This design comes from an exercise in tuning for small area on the open sky130 flow, not from production work. Where RTL was checked, it was by simulation tests only, not by an equivalence proof against the original. No functional check of the RTL was part of run 2. No activity file was given, so power comes from the tool's default toggle rates.

**design.v**
```verilog
`default_nettype none
module of_ao22 (
  input  logic a0, b0, a1, b1,
  output logic y
);
  assign y = (a0 & b0) | (a1 & b1);
endmodule
module of_aoi222 (
  input  logic a0, b0, a1, b1, a2, b2,
  output logic y
);
  assign y = ~((a0 & b0) | (a1 & b1) | (a2 & b2));
endmodule
module of_nand4 (
  input  logic a, b, c, d,
  output logic y
);
  assign y = ~(a & b & c & d);
endmodule
module of_or3 (
  input  logic a, b, c,
  output logic y
);
  assign y = a | b | c;
endmodule
module of_last (
  input  logic y8, y9, a0, b0, a1, b1,
  output logic y
);
  assign y = ~(y8 & y9 & ~((a0 & b0) | (a1 & b1)));
endmodule
module of_nand2 (
  input  logic a, b,
  output logic y
);
  assign y = ~(a & b);
endmodule
module of_nor2 (
  input  logic a, b,
  output logic y
);
  assign y = ~(a | b);
endmodule
module of_sel32 (
  input  logic [31:0] s,
  input  logic [31:0] d,
  output logic        y
);
  logic [9:0]  w_g;
  logic [2:0]  w_h;
  genvar k;
  generate
    for (k = 0; k < 10; k++) begin : g_aoi
      of_aoi222 u_aoi (
        .a0(s[3*k]),   .b0(d[3*k]),
        .a1(s[3*k+1]), .b1(d[3*k+1]),
        .a2(s[3*k+2]), .b2(d[3*k+2]),
        .y(w_g[k])
      );
    end
  endgenerate
  of_nand4 u_n0 (.a(w_g[0]), .b(w_g[1]), .c(w_g[2]),  .d(w_g[3]), .y(w_h[0]));
  of_nand4 u_n1 (.a(w_g[4]), .b(w_g[5]), .c(w_g[6]),  .d(w_g[7]), .y(w_h[1]));
  of_last  u_n2 (.y8(w_g[8]), .y9(w_g[9]),
                 .a0(s[30]), .b0(d[30]), .a1(s[31]), .b1(d[31]), .y(w_h[2]));
  of_or3   u_o  (.a(w_h[0]), .b(w_h[1]), .c(w_h[2]), .y(y));
endmodule
module operand_fetch (
  input  logic        clk,
  input  logic        rst,
  input  logic [31:0] Instruction,
  input  logic        InValid,
  output logic        InReady,
  input  logic        WriteEnable,
  input  logic [4:0]  WriteAddr,
  input  logic [31:0] WriteData,
  output logic [31:0] DR1,
  output logic [31:0] DR2,
  output logic [2:0]  ALUControl,
  output logic [4:0]  DestReg,
  output logic        IllegalOp,
  output logic        OutValid,
  input  logic        OutReady,
  output logic [15:0] IssueCount
);
  logic        r_full;
  logic [31:0] r_regs [1:31];
  logic [31:0] r_dr1;
  logic [31:0] r_dr2;
  logic [2:0]  r_alu_ctrl;
  logic [4:0]  r_dest;
  logic        r_illegal;
  logic [15:0] r_issue_count;
  logic [4:0]  w_rs;
  logic [4:0]  w_rt;
  logic [4:0]  w_rd;
  logic [5:0]  w_funct;
  logic        w_unused;
  logic        w_load;       
  logic        w_hold;       
  logic [2:0]  w_alu_ctrl;
  logic        w_illegal;
  logic [15:0] w_count_inc;
  assign w_rs    = Instruction[25:21];
  assign w_rt    = Instruction[20:16];
  assign w_rd    = Instruction[15:11];
  assign w_funct = Instruction[5:0];
  assign w_unused = ^{Instruction[31:26], Instruction[10:6]};
  assign InReady = !r_full || OutReady;
  assign w_load  = !rst && InValid && InReady;
  assign w_hold  = !rst && !(InValid && InReady);
  always_ff @(posedge clk) begin
    r_full <= !rst && ((InValid && InReady) || (r_full && !OutReady));
  end
  logic [3:0]  w_whi;       
  logic [3:0]  w_nwhi;      
  logic [7:0]  w_wlo;       
  logic [7:0]  w_nwlo;      
  logic [3:0]  w_whir;      
  logic [7:0]  w_wlor;      
  logic [1:0]  w_wr   [1:31];    
  logic [1:0]  w_keep [1:31];    
  logic [31:0] w_reg_nxt [1:31];
  genvar gi, gb, gh;
  generate
    for (gi = 0; gi < 4; gi++) begin : g_whi
      assign w_whi[gi]  = WriteEnable && (WriteAddr[4:3] == gi);
      assign w_nwhi[gi] = !w_whi[gi];
      assign w_whir[gi] = w_whi[gi] || rst;
    end
    for (gi = 0; gi < 8; gi++) begin : g_wlo
      assign w_wlo[gi]  = (WriteAddr[2:0] == gi);
      assign w_nwlo[gi] = !(w_wlo[gi] && !rst);
      assign w_wlor[gi] = w_wlo[gi] || rst;
    end
    for (gi = 1; gi < 32; gi++) begin : g_row
      for (gh = 0; gh < 2; gh++) begin : g_half
        of_nor2  u_wr   (.a(w_nwhi[gi/8]), .b(w_nwlo[gi%8]), .y(w_wr[gi][gh]));
        of_nand2 u_keep (.a(w_whir[gi/8]), .b(w_wlor[gi%8]), .y(w_keep[gi][gh]));
      end
      for (gb = 0; gb < 32; gb++) begin : g_bit
        of_ao22 u_mux (
          .a0(w_wr[gi][gb/16]),   .b0(WriteData[gb]),
          .a1(w_keep[gi][gb/16]), .b1(r_regs[gi][gb]),
          .y(w_reg_nxt[gi][gb])
        );
      end
      always_ff @(posedge clk) begin
        r_regs[gi] <= w_reg_nxt[gi];
      end
    end
  endgenerate
  logic [3:0]  w_nhi1, w_nhi2;   
  logic [7:0]  w_nlo1, w_nlo2;   
  logic [31:0] w_s1 [2], w_s2 [2];
  logic [31:0] w_n1, w_n2;
  logic        w_acc;
  assign w_acc = InValid && InReady;
  generate
    for (gi = 0; gi < 4; gi++) begin : g_rhi
      assign w_nhi1[gi] = !(w_rs[4:3] == gi);
      assign w_nhi2[gi] = !(w_rt[4:3] == gi);
    end
    for (gi = 0; gi < 8; gi++) begin : g_rlo
      assign w_nlo1[gi] = !(w_load && (w_rs[2:0] == gi));
      assign w_nlo2[gi] = !(w_load && (w_rt[2:0] == gi));
    end
    for (gh = 0; gh < 2; gh++) begin : g_shalf
      for (gi = 1; gi < 32; gi++) begin : g_sel
        of_nor2 u_s1 (.a(w_nhi1[gi/8]), .b(w_nlo1[gi%8]), .y(w_s1[gh][gi]));
        of_nor2 u_s2 (.a(w_nhi2[gi/8]), .b(w_nlo2[gi%8]), .y(w_s2[gh][gi]));
      end
      of_nor2 u_h1 (.a(rst), .b(w_acc), .y(w_s1[gh][0]));
      of_nor2 u_h2 (.a(rst), .b(w_acc), .y(w_s2[gh][0]));
    end
  endgenerate
  generate
    for (gb = 0; gb < 32; gb++) begin : g_rd
      logic [31:0] w_d1, w_d2;
      assign w_d1[0] = r_dr1[gb];
      assign w_d2[0] = r_dr2[gb];
      for (gi = 1; gi < 32; gi++) begin : g_col
        assign w_d1[gi] = w_reg_nxt[gi][gb];
        assign w_d2[gi] = w_reg_nxt[gi][gb];
      end
      of_sel32 u_sel1 (.s(w_s1[gb/16]), .d(w_d1), .y(w_n1[gb]));
      of_sel32 u_sel2 (.s(w_s2[gb/16]), .d(w_d2), .y(w_n2[gb]));
    end
  endgenerate
  always_comb begin
    w_alu_ctrl = 3'b000;
    w_illegal  = 1'b0;
    case (w_funct)
      6'h20:   w_alu_ctrl = 3'b001;
      6'h22:   w_alu_ctrl = 3'b010;
      6'h2A:   w_alu_ctrl = 3'b011;
      6'h24:   w_alu_ctrl = 3'b100;
      6'h25:   w_alu_ctrl = 3'b101;
      6'h26:   w_alu_ctrl = 3'b110;
      6'h27:   w_alu_ctrl = 3'b111;
      default: w_illegal  = 1'b1;
    endcase
  end
  assign w_count_inc = r_issue_count + 16'd1;
  always_ff @(posedge clk) begin
    r_dr1         <= w_n1;
    r_dr2         <= w_n2;
    r_alu_ctrl    <= ({3{w_load}} & w_alu_ctrl)  | ({3{w_hold}} & r_alu_ctrl);
    r_dest        <= ({5{w_load}} & w_rd)        | ({5{w_hold}} & r_dest);
    r_illegal     <= (w_load & w_illegal)        | (w_hold & r_illegal);
    r_issue_count <= ({16{w_load}} & w_count_inc) | ({16{w_hold}} & r_issue_count);
  end
  assign OutValid   = r_full;
  assign DR1        = r_dr1;
  assign DR2        = r_dr2;
  assign ALUControl = r_alu_ctrl;
  assign DestReg    = r_dest;
  assign IllegalOp  = r_illegal;
  assign IssueCount = r_issue_count;
endmodule
`default_nettype wire
```
**flow/run.sh**
```bash
#!/bin/bash
# Standard layout with smaller port buffers and no CTS dummy loads.
set -e
cp "$FLOW_CONFIG" config.orig.mk
cat >> "$FLOW_CONFIG" <<'EOC'
export DONT_USE_CELLS += sky130_fd_sc_hd__buf_8 sky130_fd_sc_hd__buf_12 sky130_fd_sc_hd__buf_16 sky130_fd_sc_hd__bufbuf_8 sky130_fd_sc_hd__bufbuf_16
export BUFFER_PORTS_ARGS = -buffer_cell sky130_fd_sc_hd__buf_1
export CTS_ARGS = -sink_clustering_enable -repair_clock_nets -dont_use_dummy_load -buf_list {sky130_fd_sc_hd__clkbuf_4} -sink_clustering_size 8 -sink_clustering_max_diameter 40
EOC

bash standard.sh finish > standard.log 2>&1
```
**standard.sh**
```bash
#!/bin/bash
# synth_recipe.tcl (not shown) runs the flow's synth.tcl, then flattens the netlist and writes it again
# the make line also repeats each setting of config.mk as NAME=value (left out here)
make -C /OpenROAD-flow-scripts/flow DESIGN_CONFIG=/design/flow/config.mk WORK_HOME=/design/flow/orfs CLKGATE_MAP_FILE= SYNTH_SCRIPT=/design/flow/synth_recipe.tcl "${@:-finish}"
```
**config.mk**
```make
export PLATFORM = sky130hd
export DESIGN_NAME = operand_fetch
export DESIGN_NICKNAME = operand_fetch
export VERILOG_FILES = /design/flow/design.v
export SDC_FILE = /design/flow/constraint.sdc
export NUM_CORES = 4
export LEC_CHECK = 0
export CAP_MARGIN = 15
export CORE_MARGIN = 2
export CORE_UTILIZATION = 62
export GPL_TIMING_DRIVEN = 1
export SLEW_MARGIN = 15
export SYNTH_HIERARCHICAL = 1
export SYNTH_MINIMUM_KEEP_SIZE = 0
export DONT_USE_CELLS += sky130_fd_sc_hd__buf_8 sky130_fd_sc_hd__buf_12 sky130_fd_sc_hd__buf_16 sky130_fd_sc_hd__bufbuf_8 sky130_fd_sc_hd__bufbuf_16
export BUFFER_PORTS_ARGS = -buffer_cell sky130_fd_sc_hd__buf_1
export CTS_ARGS = -sink_clustering_enable -repair_clock_nets -dont_use_dummy_load -buf_list {sky130_fd_sc_hd__clkbuf_4} -sink_clustering_size 8 -sink_clustering_max_diameter 40
```
**constraint.sdc**
```tcl
create_clock -name core_clock -period 5.0 [get_ports {clk}]
set_input_delay 1.0000 -clock core_clock [delete_from_list [all_inputs] [get_ports {clk}]]
set_output_delay 1.0000 -clock core_clock [all_outputs]
set_load 0.01 [all_outputs]
```
==> impl_metrics.py, run 1 <==
metrics = {
    "detailed_routing": {
        "num_vias": 41438,
        "wl_per_cell_um": 34.4,
        "drc": 0,
        "drt_wl_total_um": 167000,
        "vias_per_cell": 8.57,
        "drt_iter0_drc": 10425,
        "drt-pass1-iter-count": 14,
        "drtAntennaViolNets": 0,
    },
    "yosys": {
        "yosysUniqueCellTypes": 44,
        "synth-edff-count": 0,
        "ys_async_sr_fraction_pct": 0,
        "synthCells": 3499,
        "synth_seq_cells": 1082,
        "syn-cell-area_um2": 40900,
        "ys_warn_count": 14,
        "ys.flop_type": "dfxtp_1",
        "avgSynthCellArea_um2": 11.7,
        "ys_seq_area_share_pct": 52.9,
    },
    "grt": {
        "antenna_found_initial": 12,
        "grt_max_degree": 32,
        "grt_pass1_vias": 38311,
        "track_usage_pct": 46.6,
        "overflow": 0,
        "grt_pass1_wl_um": 242000,
    },
    "timing": {
        "whs_ps": 188,
        "hold_violations": 0,
        "rsz0062_at_grt": "no",
        "finalCritPeriodShare_pct": 80.4,
        "worstMarginPinSlew_ps": 1240,
        "setup_tns_ps": 0,
        "min_period_ps": 4020,
        "slew_violations": 0,
        "relSlewSlack_pct": 17.3,
        "fmax_mhz": 249,
        "setup_viol_count_final": 0,
        "fin_skew_ps": 68.0,
    },
    "cells_and_area": {
        "final_core_util_pct": 68.1,
        "nets": 4039,
        "layout-drive-gt1-share_pct": 11.2,
        "area_growth_pct": 9.15,
        "fin_area_um2": 44700,
        "n_fill_cell": 5034,
    },
    "cts": {
        "cts_buffers": 161,
        "postCtsResizedCells": 0,
        "hold_buffers": 0,
        "numClockSinks": 1082,
        "cts_root_buf": "clkbuf_4",
        "clk_pin_slew_ps": 90,
        "post_cts.repair.setup_buffers": 0,
        "cts_max_level": 4,
        "worstSkewPairLatency_ps": 1080,
        "cts_tree": "done",
        "cts_buffer_depth": 3,
    },
    "floorplanning": {
        "rows": 94,
        "dieArea_um2": 68100,
        "chipHeight_um": 261,
        "die_x_um": 261,
        "core_um2": 65600,
        "start_util_pct": 62.4,
        "ioPinCount": 165,
    },
    "power_and_ir_drop": {
        "power_frac_comb_pct": 6.2,
        "vdd_drop_max_mv": 0.282,
        "fin_total_pwr_mw": 14.0,
        "power_frac_clock_pct": 31.1,
        "p_leak_nw": 16.5,
        "internal-power_mw": 10.4,
        "power_per_cell_area_nw_per_um2": 313,
        "switching_share_pct": 25.9,
        "seqPwrFrac_pct": 62.7,
        "switchingPower_mw": 3.61,
    },
    "placement": {
        "port_buffers": 153,
        "dpl.hpwl_um": 109000,
        "gp_congestion": 1.04,
        "place_area_um2": 43400,
    },
    "setup_path": {
        "arrival_ps": 4980,
        "r2r-start": "r_full",
        "crit_required_ps": 5960,
        "cp_max_fo": 16,
        "r2r_cells": 8,
        "crit_start": "r_full",
        "path_class": "reg2reg",
        "r2r_slack_ps": 980,
        "worstSetupEndpointType": "register",
        "reg2reg_to": "r_dr1[20]",
        "cp-start-kind": "register",
    },
    "min_path": {
        "hold_depth": 3,
        "min_path_type": "in2reg",
        "hold_path_end": "r_dest[0]",
        "hp-start": "Instruction[11]",
    },
    "job": {
        "cap_violations": 0,
    },
    "status": {
        "outcome": "complete, no violations",
    },
}
## sequential cells by signal, indices dropped and copies added, names as in the netlist
signal / flops
r_alu_ctrl: 3
r_dest: 5
r_dr1: 32
r_dr2: 32
r_full: 1
r_illegal: 1
r_issue_count: 16
r_regs: 992
## how the worst max path moves through the flow
stage	end	depth (start not counted)
5_1_grt	r_dr1[2]	8
3_3_place_gp	r_dr1[23]	9
6_report	r_dr1[20]	8
2_1_floorplan	r_dr1[0]	7
4_1_cts	r_dr1[12]	8
3_5_place_dp	r_dr1[14]	9
## per-layer routing
layer	global-route usage (%)	vias to the layer above	part of all wire, %
li1	-	16725	-
met2	67.3	4184	41
met1	61.4	19735	36
met5	1.81	-	0.18
met3	21.4	775	19
met4	15.6	19	4.3
## worst max-delay path, cell delays in order (launching register included)
cell	delay, ps
dfxtp_1	320
nand2b_1	240
nand2_1	260
nor3_1	450
nand3_1	770
nor2_1	1190
a222oi_1	360
nand4_1	220
or3_1	130
## power groups by stage
| stage | sequential [mW] | clock, mW | combinational, mW |
|---|---|---|---|
| floorplan | 8.95 | 0 | 0.364 |
| global placement | 8.95 | 0 | 0.764 |
| detailed placement | 8.96 | 0 | 0.798 |
| CTS | 8.76 | 4.34 | 0.801 |
| global route | 8.77 | 4.69 | 0.873 |
| finish | 8.76 | 4.34 | 0.871 |
## area by class of cell
cell class,instances,area [um2],area share [%]
timing repair buffer,345,1590,3.56
inverter,6,22.5,0.0504
multi-input combinational,2368,19100,42.7
sequential,1082,21700,48.5
clock buffer,161,1210,2.70
tap,864,1080,2.42
antenna,12,30.0,0.0672
## per-stage QoR
step | setup WS [ps] | cells
CTS | 1260 | 4824
finish | 981 | 4838
detailed placement | 476 | 4663
global route | 932 | 4834
global placement | 644 | 4661
floorplan | 1630 | 3499
## Yosys stat by module, one instance, submodules excluded, excerpt
module | area [um2] | flip-flops and latches | times used
operand_fetch | 22900 | 1082 | 1
of_nand4 | 6.26 | 0 | 128
of_nand2 | 3.75 | 0 | 62
of_last | 12.5 | 0 | 64
of_nor2 | 3.75 | 0 | 190
of_ao22 | 8.76 | 0 | 992
of_aoi222 | 10.0 | 0 | 640
of_or3 | 6.26 | 0 | 64
## cells by family after synthesis
group	after synthesis	synth area share, %
mux	1	0.0275
buf+inv	49	0.776
xor+xnor	6	0.128
compound gates	1736	38.6
fa+ha+maj	1	0.0306
simple gates	624	7.52
flops	1082	52.9
## cells in the final DEF (no fill, tap or decap), types with 3 or more instances in the layout
master / Yosys / layout
buf_4: 33 / 3
a22o_1: 992 / 992
a21oi_1: 19 / 19
buf_2: 2 / 187
clkbuf_4: 0 / 163
nor2_1: 203 / 150
a22oi_1: 64 / 64
buf_1: 1 / 120
inv_1: 5 / 5
dfxtp_1: 1082 / 1082
nand3_1: 79 / 79
diode_2: 0 / 12
or3_1: 71 / 71
o21ai_1: 3 / 3
nor2b_1: 8 / 8
clkbuf_2: 0 / 33
nand2b_1: 9 / 9
o21ai_0: 5 / 5
a21o_1: 6 / 6
nand2_1: 99 / 99
nor2_2: 0 / 53
xor2_1: 4 / 4
nand3b_1: 3 / 3
nand4_1: 135 / 135
a222oi_1: 640 / 640
## Yosys cell counts, types with 9 or more instances
cell / n / area (um2)
a222oi_1: 640 / 6410
a22oi_1: 64 / 480
nand4_1: 135 / 845
or3_1: 71 / 444
nor2_1: 203 / 762
dfxtp_1: 1082 / 21700
buf_4: 33 / 248
nand3_1: 79 / 395
a21oi_1: 19 / 95.1
nand2b_1: 9 / 56.3
nand2_1: 99 / 372
a22o_1: 992 / 8690
==> run 2: changes to the inputs <==
==> design.v (replaced) <==
`default_nettype none
module operand_fetch (
  input  logic        clk,
  input  logic        rst,
  input  logic [31:0] Instruction,
  input  logic        InValid,
  output logic        InReady,
  input  logic        WriteEnable,
  input  logic [4:0]  WriteAddr,
  input  logic [31:0] WriteData,
  output logic [31:0] DR1,
  output logic [31:0] DR2,
  output logic [2:0]  ALUControl,
  output logic [4:0]  DestReg,
  output logic        IllegalOp,
  output logic        OutValid,
  input  logic        OutReady,
  output logic [15:0] IssueCount
);
  typedef enum logic [0:0] {
    ST_EMPTY = 1'b0,
    ST_FULL  = 1'b1
  } state_t;
  state_t      r_state;
  state_t      w_state_nxt;
  logic [31:0] r_regs [32];
  logic [31:0] r_dr1;
  logic [31:0] r_dr2;
  logic [2:0]  r_alu_ctrl;
  logic [4:0]  r_dest;
  logic        r_illegal;
  logic [15:0] r_issue_count;
  logic [4:0]  w_rs;
  logic [4:0]  w_rt;
  logic [4:0]  w_rd;
  logic [5:0]  w_funct;
  logic        w_out_valid;
  logic        w_accept;
  logic [31:0] w_rs_val;
  logic [31:0] w_rt_val;
  logic [2:0]  w_alu_ctrl;
  logic        w_illegal;
  logic        w_unused;
  assign w_rs    = Instruction[25:21];
  assign w_rt    = Instruction[20:16];
  assign w_rd    = Instruction[15:11];
  assign w_funct = Instruction[5:0];
  assign w_unused = ^{Instruction[31:26], Instruction[10:6]};
  assign w_out_valid = (r_state == ST_FULL);
  assign w_accept    = InValid && InReady;
  always_ff @(posedge clk) begin
    if (rst) r_state <= ST_EMPTY;
    else     r_state <= w_state_nxt;
  end
  always_comb begin
    w_state_nxt = r_state;
    case (r_state)
      ST_EMPTY: if (w_accept) w_state_nxt = ST_FULL;
      ST_FULL:  if (OutReady && !w_accept) w_state_nxt = ST_EMPTY;
      default:  w_state_nxt = ST_EMPTY;
    endcase
  end
  always_ff @(posedge clk) begin
    if (rst) begin
      for (int i = 0; i < 32; i++) r_regs[i] <= '0;
    end else if (WriteEnable && (WriteAddr != 5'd0)) begin
      r_regs[WriteAddr] <= WriteData;
    end
  end
  always_comb begin
    w_rs_val = r_regs[w_rs];
    w_rt_val = r_regs[w_rt];
    if (w_rs == 5'd0)
      w_rs_val = '0;
    else if (WriteEnable && (WriteAddr == w_rs))
      w_rs_val = WriteData;
    if (w_rt == 5'd0)
      w_rt_val = '0;
    else if (WriteEnable && (WriteAddr == w_rt))
      w_rt_val = WriteData;
  end
  always_comb begin
    w_alu_ctrl = 3'b000;
    w_illegal  = 1'b0;
    case (w_funct)
      6'h20:   w_alu_ctrl = 3'b001;
      6'h22:   w_alu_ctrl = 3'b010;
      6'h2A:   w_alu_ctrl = 3'b011;
      6'h24:   w_alu_ctrl = 3'b100;
      6'h25:   w_alu_ctrl = 3'b101;
      6'h26:   w_alu_ctrl = 3'b110;
      6'h27:   w_alu_ctrl = 3'b111;
      default: w_illegal  = 1'b1;
    endcase
  end
  always_ff @(posedge clk) begin
    if (rst) begin
      r_dr1         <= '0;
      r_dr2         <= '0;
      r_alu_ctrl    <= '0;
      r_dest        <= '0;
      r_illegal     <= 1'b0;
      r_issue_count <= '0;
    end else if (w_accept) begin
      r_dr1         <= w_rs_val;
      r_dr2         <= w_rt_val;
      r_alu_ctrl    <= w_alu_ctrl;
      r_dest        <= w_rd;
      r_illegal     <= w_illegal;
      r_issue_count <= r_issue_count + 16'd1;
    end
  end
  assign InReady    = !w_out_valid || OutReady;
  assign OutValid   = w_out_valid;
  assign DR1        = r_dr1;
  assign DR2        = r_dr2;
  assign ALUControl = r_alu_ctrl;
  assign DestReg    = r_dest;
  assign IllegalOp  = r_illegal;
  assign IssueCount = r_issue_count;
endmodule
`default_nettype wire
==> run.sh (new file) <==
#!/bin/bash
# synth_recipe.tcl (not shown) runs the flow's synth.tcl, then flattens the netlist and writes it again
# the make line also repeats each setting of config.mk as NAME=value (left out here)
make -C /OpenROAD-flow-scripts/flow DESIGN_CONFIG=/design/flow/config.mk WORK_HOME=/design/flow/orfs CLKGATE_MAP_FILE= SYNTH_SCRIPT=/design/flow/synth_recipe.tcl finish
==> config.mk (replaced) <==
export PLATFORM = sky130hd
export DESIGN_NAME = operand_fetch
export DESIGN_NICKNAME = operand_fetch
export VERILOG_FILES = /design/flow/design.v
export SDC_FILE = /design/flow/constraint.sdc
export NUM_CORES = 4
export LEC_CHECK = 0
export CAP_MARGIN = 20
export CORE_MARGIN = 2
export CORE_UTILIZATION = 40
export SLEW_MARGIN = 20
removed: flow/run.sh
removed: standard.sh
==> impl_metrics.py, run 2 <==
metrics = {
    "timing": {
        "layout_setup_ws_ps": 1390,
        "rsz0062_at_grt": "no",
        "setup_viol_count_final": 0,
        "relSlewSlack_pct": 25.4,
        "worstMarginPinSlew_ps": 1120,
        "fmax_mhz": 277,
        "setup_tns_ps": 0,
        "slew_violations": 0,
        "hold_violations": 0,
        "fin_skew_ps": 25.0,
        "min_period_ps": 3610,
        "finalCritPeriodShare_pct": 72.1,
    },
    "cells_and_area": {
        "reg_top3": "r_regs (1024), r_dr1 (32), r_dr2 (32)",
        "n_fill_cell": 12758,
        "area_growth_pct": 13.8,
        "nets": 4272,
        "fin_area_um2": 66500,
        "largest_register_ffs": 1024,
        "final_common_cell": "edfxtp_1",
        "final_cell_mix": "1024 x edfxtp_1, 992 x and2_1, 351 x mux4_2",
        "instances_no_fill": 6225,
        "regMostFlops": "r_regs",
        "layout-drive-gt1-share_pct": 21.6,
    },
    "cts": {
        "cts_root_buf": "clkbuf_16",
        "worstSkewPairLatency_ps": 760,
        "cts_buffer_depth": 3,
        "clk_pin_slew_ps": 60,
        "numClockSinks": 1114,
        "cts_buffers": 121,
        "cts_tree": "done",
        "hold_buffers": 0,
        "post_cts.repair.setup_buffers": 0,
        "cts_max_level": 3,
        "postCtsResizedCells": 0,
    },
    "grt": {
        "overflow": 0,
        "grt_max_degree": 124,
        "grt_pass1_vias": 38831,
        "track_usage_pct": 28.5,
        "antenna_found_initial": 17,
        "grt_pass1_wl_um": 298000,
    },
    "setup_path": {
        "r2r-start": "r_state",
        "critPathTopFamily": "simple AND/OR/NAND/NOR gates",
        "cp.depth": 6,
        "path_class": "in2reg",
        "worstSetupEndpointType": "register",
        "r2r_cells": 7,
        "reg2reg_to": "r_dr1[31]",
        "crit_buf_inv": 2,
        "slowest_stage": "clkdlybuf4s50_1",
        "crit_required_ps": 5430,
        "worst_path_largest_cell_delay_ps": 860,
        "cp_max_fo": 12,
        "path_cells": "clkdlybuf4s50_1 > nor3b_1 > nand2_1 > nor2_4 > or2_2 > buf_4",
        "cp-start-kind": "input pin",
        "r2r_slack_ps": 2220,
        "arrival_ps": 4040,
    },
    "floorplanning": {
        "start_util_pct": 40.2,
        "core_um2": 145000,
        "dieArea_um2": 149000,
        "ioPinCount": 165,
        "die_x_um": 386,
        "chipHeight_um": 386,
        "rows": 140,
    },
    "detailed_routing": {
        "drt-pass1-iter-count": 6,
        "drc": 0,
        "wl_per_cell_um": 34.5,
        "drtAntennaViolNets": 0,
        "drt_iter0_drc": 5469,
        "drt_wl_total_um": 215000,
        "vias_per_cell": 6.33,
        "num_vias": 39410,
    },
    "job": {
        "cap_violations": 0,
    },
    "min_path": {
        "hold_path_end": "r_dest[4]",
        "hp-start": "r_dest[4]",
        "min_path_type": "reg2reg",
        "hold_depth": 2,
    },
    "yosys": {
        "synthCells": 4179,
        "ys_warn_count": 1,
        "ys.flop_type": "edfxtp_1",
        "synth-edff-count": 1024,
        "synthDominantCellAreaShare_pct": 52.6,
        "post-synth-top-area-cell": "edfxtp_1",
        "ys_seq_area_share_pct": 55.7,
        "synth_common_cells": "1024 x edfxtp_1, 995 x and2_1, 351 x mux4_2, 314 x clkbuf_1, 257 x mux2i_1",
        "synth.area.top_cells": "edfxtp_1 53%, mux4_2 14%, and2_1 11%",
        "avgSynthCellArea_um2": 14.0,
        "ys_async_sr_fraction_pct": 0,
        "synth_seq_cells": 1114,
        "yosysUniqueCellTypes": 55,
        "syn-cell-area_um2": 58400,
        "synth_most_common_cell": "edfxtp_1",
    },
    "power_and_ir_drop": {
        "fin_total_pwr_mw": 22.9,
        "p_leak_nw": 22.9,
        "vdd_drop_max_mv": 0.300,
        "power_per_cell_area_nw_per_um2": 345,
    },
    "placement": {
        "dpl.hpwl_um": 125000,
        "port_buffers": 153,
        "dpl_worst_slack_ps": 820,
        "place_area_um2": 62500,
        "dp.cells": 5991,
        "gp_congestion": 0.869,
    },
    "status": {
        "outcome": "complete, no violations",
    },
}
-- run 2: changes by cell type after synthesis, sizes merged, moves of 257 or more --
cell and delta:
a222oi -640, a22o -930, and2 +993, clkbuf +309, dfxtp -992, edfxtp +1024, mux2i +257, mux4 +351
-- run 2: worst reg2reg max path, cell delays in order (launching register included) --
cell,delay [ps]
dfxtp_1,310
nand2b_1,240
nand2_4,130
nor3_4,230
buf_4,410
or3b_2,750
buf_12,290
o221ai_1,320
-- run 2: logic make-up (layout without fill, tap and decap cells) --
kind of cell	count (synthesis)	count (layout)	synth area share (%)
buffers and inverters	480	575	3.56
adders and majority gates	1	1	0.0214
AOI/OAI and AO/OA	538	538	6.78
xor gates and xnor gates	22	22	0.330
DFF	1114	1114	55.7
muxes	737	737	20.4
other	1	35	0.00642
and+or+nand+nor	1286	1286	13.1
-- run 2: metrics by stage --
| step | util [%] | hold WS [ps] |
|---|---|---|
| 2_1_floorplan | - | 481 |
| 3_3_place_gp | 43.0 | 444 |
| 3_5_place_dp | 43.0 | 451 |
| 4_1_cts | 45.8 | 460 |
| 5_1_grt | 45.7 | 490 |
| 6_report | 45.7 | 455 |
-- run 2: area by class of cell --
type | count | area (um2) | area share, %
diodes | 3 | 7.51 | 0.0113
clock buffers | 179 | 3520 | 5.30
clock inverters | 52 | 460 | 0.693
inverters | 35 | 131 | 0.198
multi-input cells | 2616 | 24300 | 36.5
flip-flops and latches | 1114 | 32600 | 49.0
well taps | 1917 | 2400 | 3.61
repair buffers | 309 | 3130 | 4.71
-- run 2: power breakdown --
group / switching (mW) / internal (mW)
logic: 1.60 / 1.15
clock network: 3.87 / 5.26
registers: 0.344 / 10.7
-- run 2: how the worst max path moves through the flow --
| stage | startpoint | to |
|---|---|---|
| global route | WriteEnable | r_regs[18][30] |
| detailed placement | WriteEnable | r_regs[18][4] |
| finish | WriteEnable | r_regs[18][7] |
| global placement | Instruction[17] | r_dr2[16] |
| CTS | WriteEnable | r_regs[18][2] |
| floorplan | rst | r_regs[4][0] |
-- run 2: metal layers --
metal	global-route usage, %	wire length, um	up-vias
li1	-	-	16030
met1	38.8	84100	20292
met2	43.3	95300	2592
met3	8.50	27000	494
met4	9.98	8180	2
met5	0	13	-

-- separate check: timing with driven ports --
The flow's constraints put no driver on any port. The routed layouts listed below were extracted and timed again, unchanged, in two steps. Step 1, drivers: a clkbuf_16 drives clk and a buf_2 each remaining input, both assumed. Step 2 times the ports against the registers' clock, not the clock port: input delays grow and output delays shrink by t, the midpoint of the rising clock arrivals with the driver on. Three values: ideal ports, drivers, drivers and shift; two values: the first two.
run	t, ns	slack for setup (ns)	hold WS [ns]	worst setup path after step 2	slew at the worst register clock pin (ns)
run 1	1.103	0.981 / 0.981 / 0.085	0.188 / 0.141 / 0.455	input to register	0.10 / 0.10
run 2	0.829	1.394 / 1.442 / 0.614	0.455 / 0.455 / 0.455	input to register	0.07 / 0.07
After both steps setup and hold are still met in every run listed. For run 1, which loses most, drivers alone change the setup slack by 0.000 ns; drivers and shift together by -0.896 ns.
